What follows belongs to an exercise in optimizing a design on an open flow for small area; a production flow would make more cautious choices.
The RTL was checked by simulation tests, not by an equivalence proof against the original design.
Power is estimated from default activity; no workload was simulated. The flow treats the clock pin as an ideal source, which a real chip does not have.

==> inputs of 07-19 <==
Design reg_file_sb, start of the top module:
module reg_file_sb #(
    parameter int WIDTH_REG = 32,
    parameter int NUM_REGS  = 32,
    parameter int ADDR_W    = $clog2(NUM_REGS),
    parameter bit BYPASS    = 1'b1
) (
    input  logic                 clk,
    input  logic                 rst_n,
    input  logic [ADDR_W-1:0]    a1,
    input  logic [ADDR_W-1:0]    a2,
    output logic [WIDTH_REG-1:0] rd1,
    output logic [WIDTH_REG-1:0] rd2,
    output logic                 busy1,
    output logic                 busy2,
    input  logic [ADDR_W-1:0]    a3,
    input  logic [WIDTH_REG-1:0] wd3,
    input  logic                 we3,
    input  logic                 rsv_en,
    input  logic [ADDR_W-1:0]    rsv_a,
    output logic                 rsv_err,
    output logic                 all_idle
);
==> module reg_file_sb, before the edit <==
module reg_file_sb #(
    parameter int WIDTH_REG = 32,
    parameter int NUM_REGS  = 32,
    parameter int ADDR_W    = $clog2(NUM_REGS),
    parameter bit BYPASS    = 1'b1
) (
    input  logic                 clk,
    input  logic                 rst_n,
    input  logic [ADDR_W-1:0]    a1,
    input  logic [ADDR_W-1:0]    a2,
    output logic [WIDTH_REG-1:0] rd1,
    output logic [WIDTH_REG-1:0] rd2,
    output logic                 busy1,
    output logic                 busy2,
    input  logic [ADDR_W-1:0]    a3,
    input  logic [WIDTH_REG-1:0] wd3,
    input  logic                 we3,
    input  logic                 rsv_en,
    input  logic [ADDR_W-1:0]    rsv_a,
    output logic                 rsv_err,
    output logic                 all_idle
);
    logic [WIDTH_REG-1:0] regs [1:NUM_REGS-1];
    logic [NUM_REGS-1:1]  valid;
    logic [NUM_REGS-1:1]  busy;
    logic [NUM_REGS-1:1]  wsel;
    logic [NUM_REGS-1:1]  rsel;
    logic [NUM_REGS-1:1]  sel1;
    logic [NUM_REGS-1:1]  sel2;
    logic                 wr_ok;
    logic                 byp1;
    logic                 byp2;
    logic                 rsv_clash;
    assign wr_ok = we3 && a3 != '0;
    assign byp1  = BYPASS && wr_ok && a3 == a1;
    assign byp2  = BYPASS && wr_ok && a3 == a2;
    always_comb begin
        for (int r = 1; r < NUM_REGS; r++) begin
            wsel[r] = we3 && a3 == ADDR_W'(r);
            rsel[r] = rsv_en && rsv_a == ADDR_W'(r);
            sel1[r] = valid[r] && a1 == ADDR_W'(r);
            sel2[r] = valid[r] && a2 == ADDR_W'(r);
        end
    end
    for (genvar b = 0; b < WIDTH_REG; b++) begin : g_rd
        logic [NUM_REGS-2:0] col;
        for (genvar r = 1; r < NUM_REGS; r++) begin : g_col
            assign col[r-1] = regs[r][b];
        end
        rf_rdbit u_rd1 (.sel(sel1), .d(col), .byp(byp1), .nbyp(!byp1), .wd(wd3[b]), .y(rd1[b]));
        rf_rdbit u_rd2 (.sel(sel2), .d(col), .byp(byp2), .nbyp(!byp2), .wd(wd3[b]), .y(rd2[b]));
    end
    logic [NUM_REGS-1:0]  busy_all;
    assign busy_all  = {busy, 1'b0};
    assign busy1     = !byp1 && busy_all[a1];
    assign busy2     = !byp2 && busy_all[a2];
    assign rsv_clash = |(rsel & busy & ~wsel);
    assign all_idle  = ~|busy;
    always_ff @(posedge clk) begin
        for (int r = 1; r < NUM_REGS; r++)
            if (wsel[r]) regs[r] <= wd3;
    end
    always_ff @(posedge clk or negedge rst_n) begin
        if (!rst_n) begin
            valid   <= '0;
            busy    <= '0;
            rsv_err <= 1'b0;
        end else begin
            valid   <= valid | wsel;
            busy    <= rsel | (busy & ~wsel);
            rsv_err <= rsv_err | rsv_clash;
        end
    end
endmodule
==> module rf_rdbit, before the edit <==
module rf_rdbit (
    input  logic [30:0] sel,
    input  logic [30:0] d,
    input  logic        byp,
    input  logic        nbyp,
    input  logic        wd,
    output logic        y
);
    logic [9:0] n;
    logic [2:0] x;
    logic       t, m, w;
    for (genvar g = 0; g < 10; g++) begin : g_aoi
        rf_aoi3 u_aoi (.s(sel[3*g +: 3]), .d(d[3*g +: 3]), .y(n[g]));
    end
    rf_nand2  u_t  (.a({sel[30], d[30]}), .y(t));
    rf_nand4  u_x0 (.a(n[3:0]), .y(x[0]));
    rf_nand4  u_x1 (.a(n[7:4]), .y(x[1]));
    rf_nand3  u_x2 (.a({n[9:8], t}), .y(x[2]));
    rf_o31ai  u_m  (.a(x), .b(nbyp), .y(m));
    rf_nand2  u_w  (.a({byp, wd}), .y(w));
    rf_nand2  u_y  (.a({m, w}), .y(y));
endmodule
==> module rf_nand2, before the edit <==
module rf_nand2 (
    input  logic [1:0] a,
    output logic       y
);
    assign y = ~&a;
endmodule
==> module rf_nand3, before the edit <==
module rf_nand3 (
    input  logic [2:0] a,
    output logic       y
);
    assign y = ~&a;
endmodule
==> module rf_nand4, before the edit <==
module rf_nand4 (
    input  logic [3:0] a,
    output logic       y
);
    assign y = ~&a;
endmodule
==> module rf_o31ai, before the edit <==
module rf_o31ai (
    input  logic [2:0] a,
    input  logic       b,
    output logic       y
);
    assign y = ~(|a & b);
endmodule
==> flow/config.mk <==
export PLATFORM = sky130hd
export DESIGN_NAME = reg_file_sb
export DESIGN_NICKNAME = reg_file_sb
export VERILOG_FILES = /design/flow/design.v
export SDC_FILE = /design/flow/constraint.sdc
export NUM_CORES = 4
export LEC_CHECK = 0
export CAP_MARGIN = 10
export CORE_MARGIN = 2
export CORE_UTILIZATION = 65
export GPL_TIMING_DRIVEN = 0
export SLEW_MARGIN = 10
export SYNTH_HIERARCHICAL = 1
export SYNTH_MINIMUM_KEEP_SIZE = 0
==> flow/constraint.sdc <==
create_clock -name core_clock -period 8.0 [get_ports {clk}]
set_input_delay 1.6000 -clock core_clock [delete_from_list [all_inputs] [get_ports {clk}]]
set_output_delay 1.6000 -clock core_clock [all_outputs]
set_load 0.01 [all_outputs]
standard.sh (not shown) runs the stock make flow with config.mk's settings and CLKGATE_MAP_FILE= SYNTH_SCRIPT=/design/flow/synth_recipe.tcl, a recipe that flattens the netlist after the stock synthesis.
==> flow/flow/run.sh <==
#!/bin/bash
# The standard layout with plain buffers on the ports (instead of delay cells) and
# larger clock-sink clusters without dummy loads. Each tool's output goes to standard.log.
set -euo pipefail
export BUFFER_PORTS_ARGS="-buffer_cell sky130_fd_sc_hd__buf_1"
export CTS_ARGS="-sink_clustering_enable -repair_clock_nets -sink_clustering_size 30 -sink_clustering_max_diameter 100 -dont_use_dummy_load"
bash standard.sh > standard.log 2>&1
==> 05-23: changes against 07-19 <==
--- a/flow/design.v
+++ b/flow/design.v
@@ -49,4 +49,4 @@
         end
-        rf_rdbit u_rd1 (.sel(sel1), .d(col), .byp(byp1), .nbyp(!byp1), .wd(wd3[b]), .y(rd1[b]));
-        rf_rdbit u_rd2 (.sel(sel2), .d(col), .byp(byp2), .nbyp(!byp2), .wd(wd3[b]), .y(rd2[b]));
+        rf_rdbit u_rd1 (.sel(sel1), .d(col), .byp(byp1), .wd(wd3[b]), .y(rd1[b]));
+        rf_rdbit u_rd2 (.sel(sel2), .d(col), .byp(byp2), .wd(wd3[b]), .y(rd2[b]));
     end
@@ -78,3 +78,2 @@
     input  logic        byp,
-    input  logic        nbyp,
     input  logic        wd,
@@ -83,4 +82,2 @@
     logic [9:0] n;
-    logic [2:0] x;
-    logic       t, m, w;
     for (genvar g = 0; g < 10; g++) begin : g_aoi
@@ -88,9 +85,3 @@
     end
-    rf_nand2  u_t  (.a({sel[30], d[30]}), .y(t));
-    rf_nand4  u_x0 (.a(n[3:0]), .y(x[0]));
-    rf_nand4  u_x1 (.a(n[7:4]), .y(x[1]));
-    rf_nand3  u_x2 (.a({n[9:8], t}), .y(x[2]));
-    rf_o31ai  u_m  (.a(x), .b(nbyp), .y(m));
-    rf_nand2  u_w  (.a({byp, wd}), .y(w));
-    rf_nand2  u_y  (.a({m, w}), .y(y));
+    assign y = byp ? wd : (~&n | (sel[30] & d[30]));
 endmodule
@@ -103,26 +94 @@
 endmodule
-module rf_nand2 (
-    input  logic [1:0] a,
-    output logic       y
-);
-    assign y = ~&a;
-endmodule
-module rf_nand3 (
-    input  logic [2:0] a,
-    output logic       y
-);
-    assign y = ~&a;
-endmodule
-module rf_nand4 (
-    input  logic [3:0] a,
-    output logic       y
-);
-    assign y = ~&a;
-endmodule
-module rf_o31ai (
-    input  logic [2:0] a,
-    input  logic       b,
-    output logic       y
-);
-    assign y = ~(|a & b);
-endmodule
==> flow/run.sh (new file) <==
#!/bin/bash
# synth_recipe.tcl (not shown) runs the flow's synth.tcl, then flattens the netlist and writes it again
# the make line also repeats each setting of config.mk as NAME=value (left out here)
make -C /OpenROAD-flow-scripts/flow DESIGN_CONFIG=/design/flow/config.mk WORK_HOME=/design/flow/orfs CLKGATE_MAP_FILE= SYNTH_SCRIPT=/design/flow/synth_recipe.tcl finish
Settings changed: CAP_MARGIN 10 to 20, GPL_TIMING_DRIVEN 0 to unset, SLEW_MARGIN 10 to 20.
removed: flow/flow/run.sh
removed: flow/standard.sh
==> summary.txt <==
quantity	05-23	07-19
Avg Cell Area, Syn	17.47 um2	16.93 um2
Post-Layout Inst Area	49890 um2	48390 um2
Fraction of synthesized cell area in xor and xnor cells	0.002025	0.002035
Result of the run	no timing/DRC/antenna violations	no timing/DRC/antenna violations
Power share of the clock group	0.387	0.260
Clock-pin slew on the worst setup and hold paths	60 ps	80 ps
Comb_multi_in	1317	1445
Layout clock buffer count	133	41
All-layer global routing usage	0.4568	0.4857
Count of distinct cell types in the synthesized netlist	53	54
Met1 wire length	47670 um	49870 um
Synthesized-area fraction occupied by ao, oa, aoi and oai cells	0.1817	0.1793
Worst flop-to-flop path startpoint	busy[19]	busy[5]
Setup WS post-layout	699.4 ps	949.0 ps
Count of mapped cells out of synthesis	2476	2542
Fraction of area in multi-input gates	0.2348	0.2435
Length of routed met2 wiring	69100 um	69510 um
Met3 Routed Length	27190 um	33590 um
VDD IR max	0.0001859 V	0.0002719 V
Timing-limited maximum frequency	137.0 MHz	141.8 MHz
Starting utilization of the core area	0.6568	0.6558
Final #Nets	2865	2886
End point of the worst hold path	valid[29]	valid[11]
Netlist area before placement	43260 um2	43040 um2
Total core area	65860 um2	65630 um2
Total half-perimeter wirelength after legalization and detailed placement	92460 um	106300 um
X dimension of the die	262.0 um	261.3 um

-- static timing again, ports no longer ideal --
Ports are ideal in the flow. The routed layouts listed here were re-timed in OpenROAD. Step 1, drivers: a clkbuf_16 drives clk and a buf_2 each remaining input, both assumed. Step 2 also shifts input and output timing later by t, the mid clock arrival at the registers, as if the neighbouring blocks saw the same clock. a / b / c = no drivers / after step 1 / after step 2; a / b = the first two.
run	shift t [ns]	setup WS [ns]	latest minus earliest clock arrival (ns)	worst data-port slew with drivers (ns)
07-19	0.692	0.949 / 0.910 / 0.910	0.084 / 0.084	0.11
05-23	0.736	0.699 / 0.677 / 0.677	0.043 / 0.043	0.04
After both steps every run listed still meets setup and hold. The setup slack of 07-19, which loses most, moves by -0.039 ns with the drivers and by -0.039 ns with both steps.
